What follows belongs to an exercise in optimizing a design on an open flow for small area and a short achievable clock period; a production flow would make more cautious choices.
Power is estimated from default activity; no workload was simulated.

==> try-indigo: inputs <==
## mul32
module mul32 (
   input  logic        clk,
   input  logic        rst,
   input  logic        is_signed,
   input  logic [31:0] src,
   input  logic [31:0] sink,
   output logic [63:0] dest
);
   logic [31:0] r_a;
   logic        r_a_s;
   logic [15:0] r_neg, r_one, r_two;
   logic [15:0] e_neg, e_one, e_two;
   logic [32:0] e_b;
   assign e_b = {sink, 1'b0};
   always_comb begin
      for (int i = 0; i < 16; i++) begin
         e_neg[i] = e_b[2*i+2] & ~(e_b[2*i+1] & e_b[2*i]);
         e_one[i] = e_b[2*i+1] ^ e_b[2*i];
         e_two[i] = (e_b[2*i+2] & ~e_b[2*i+1] & ~e_b[2*i]) | (~e_b[2*i+2] & e_b[2*i+1] & e_b[2*i]);
      end
   end
   logic        r_b16;
   logic        r_k1, r_k2, r_k3;
   logic [225:0] r2_cs;
   logic [123:0] r3_cs;
   logic [63:0] w_x, w_y, w_sum;
   logic [63:0] r_dest;
   logic x0_0;
   logic x0_1;
   logic x0_2;
   logic x0_3;
   logic x0_4;
   logic x0_5;
   logic x0_6;
   logic x0_7;
   logic x0_8;
   logic x0_9;
   logic x0_10;
   logic x0_11;
   logic x0_12;
   logic x0_13;
   logic x0_14;
   logic x0_15;
   logic x0_16;
   logic x0_17;
   logic x0_18;
   logic x0_19;
   logic x0_20;
   logic x0_21;
   logic x0_22;
   logic x0_23;
   logic x0_24;
   logic x0_25;
   logic x0_26;
   logic x0_27;
   logic x0_28;
   logic x0_29;
   logic x0_30;
   logic x0_31;
   logic x0_32;
   logic pp0_0;
   logic pp0_1;
   logic pp0_2;
   logic pp0_3;
   logic pp0_4;
   logic pp0_5;
   logic pp0_6;
   logic pp0_7;
   logic pp0_8;
   logic pp0_9;
   logic pp0_10;
   logic pp0_11;
   logic pp0_12;
   logic pp0_13;
   logic pp0_14;
   logic pp0_15;
   logic pp0_16;
   logic pp0_17;
   logic pp0_18;
   logic pp0_19;
   logic pp0_20;
   logic pp0_21;
   logic pp0_22;
   logic pp0_23;
   logic pp0_24;
   logic pp0_25;
   logic pp0_26;
   logic pp0_27;
   logic pp0_28;
   logic pp0_29;
   logic pp0_30;
   logic pp0_31;
   logic pp0_32;
   logic pp0_33;
   logic x1_0;
   logic x1_1;
   logic x1_2;
   logic x1_3;
   logic x1_4;
   logic x1_5;
   logic x1_6;
   logic x1_7;
   logic x1_8;
   logic x1_9;
   logic x1_10;
  ...
clock: 6.5 ns
lec_check: 0
cap_margin: 20
core_margin: 2
core_utilization: 40
setup_slack_margin: 3.6
slew_margin: 20
synth_hierarchical: 1
synth_minimum_keep_size: 0
run.sh (not shown) runs the stock make flow with config.mk's settings and CLKGATE_MAP_FILE= SYNTH_SCRIPT=/design/flow/synth_recipe.tcl, a recipe that flattens the netlist after the stock synthesis.
==> try-juniper (differences from try-indigo) <==
Settings changed: CORE_UTILIZATION 40 to 65, PLACE_DENSITY from default to 0.75.
==> qor.txt <==
fraction of area in registers: 24.8%
final non-filler cell area: 0.0408 mm²
sw power: 8.66 mW
Signal buffers: 251
status: finished clean
Vias: 25600
ClkCell Share: 4.37%
Total Routing Usage GR: 24.6%
CP Cell Sequence: ha_1, a21o_1, a22oi_2, o21a_2, nor4_4, buf_4, buf_4, o211a_1, or4_4, and3_1, nor3_1
Post-Place Setup Slack: 3.15 ns
area post-placement: 0.0378 mm²
met1 Usage GRT: 34.1%
clock power share: 15.8%
Vias/cell: 5.82
CP Data Arrival Time: 3.46 ns
(the above is from try-indigo)
==> qor.txt <==
area post-placement: 0.0373 mm²
fraction of area in registers: 25.0%
die height: 236 µm
CP Cell Sequence: buf_4, xor2_1, a22o_1, fa_1, fa_1, fa_1
status: finished clean
Vias/cell: 7.00
ClkCell Share: 4.58%
number of enable flip-flop cells after synthesis: 0
clock power share: 15.5%
Pint: 11.3 mW
Total Routing Usage GR: 40.8%
largest family of logic cells by synthesized area: adder cells
met1 Usage GRT: 51.3%
Post-Place Setup Slack: 3.01 ns
CP Data Arrival Time: 3.48 ns
Final Total Pwr: 20.7 mW
(the above is from try-juniper)
No run of this note included a check of the RTL's function; only the layout flow was run.

-- static timing again, ports no longer ideal --
How much do the figures lean on ideal ports? The routed layouts below were timed once more, with nothing changed but the port constraints. Step 1 sets driving cells, clkbuf_16 on the clock port and buf_2 on the other inputs (assumed; they add their load-dependent delay and slew). Step 2 times the ports against the registers' clock, not the clock port: input delays grow and output delays shrink by t, the midpoint of the rising clock arrivals with the driver on. Slacks: ideal / step 1 / step 2; pairs: ideal / step 1.
run | t (ns) | setup slack, ns | hold WS [ns] | clock arrival spread, ns | worst register clock-pin slew, ns
try-indigo | 0.704 | 3.593 / 3.593 / 3.247 | 0.325 / 0.325 / 0.325 | 0.027 / 0.027 | 0.07 / 0.07
try-juniper | 0.682 | 3.520 / 3.520 / 3.210 | 0.327 / 0.327 / 0.327 | 0.031 / 0.031 | 0.07 / 0.07
After both steps every run listed still meets setup and hold. The setup slack of try-indigo, which loses most, moves by 0.000 ns with the drivers and by -0.346 ns with both steps.
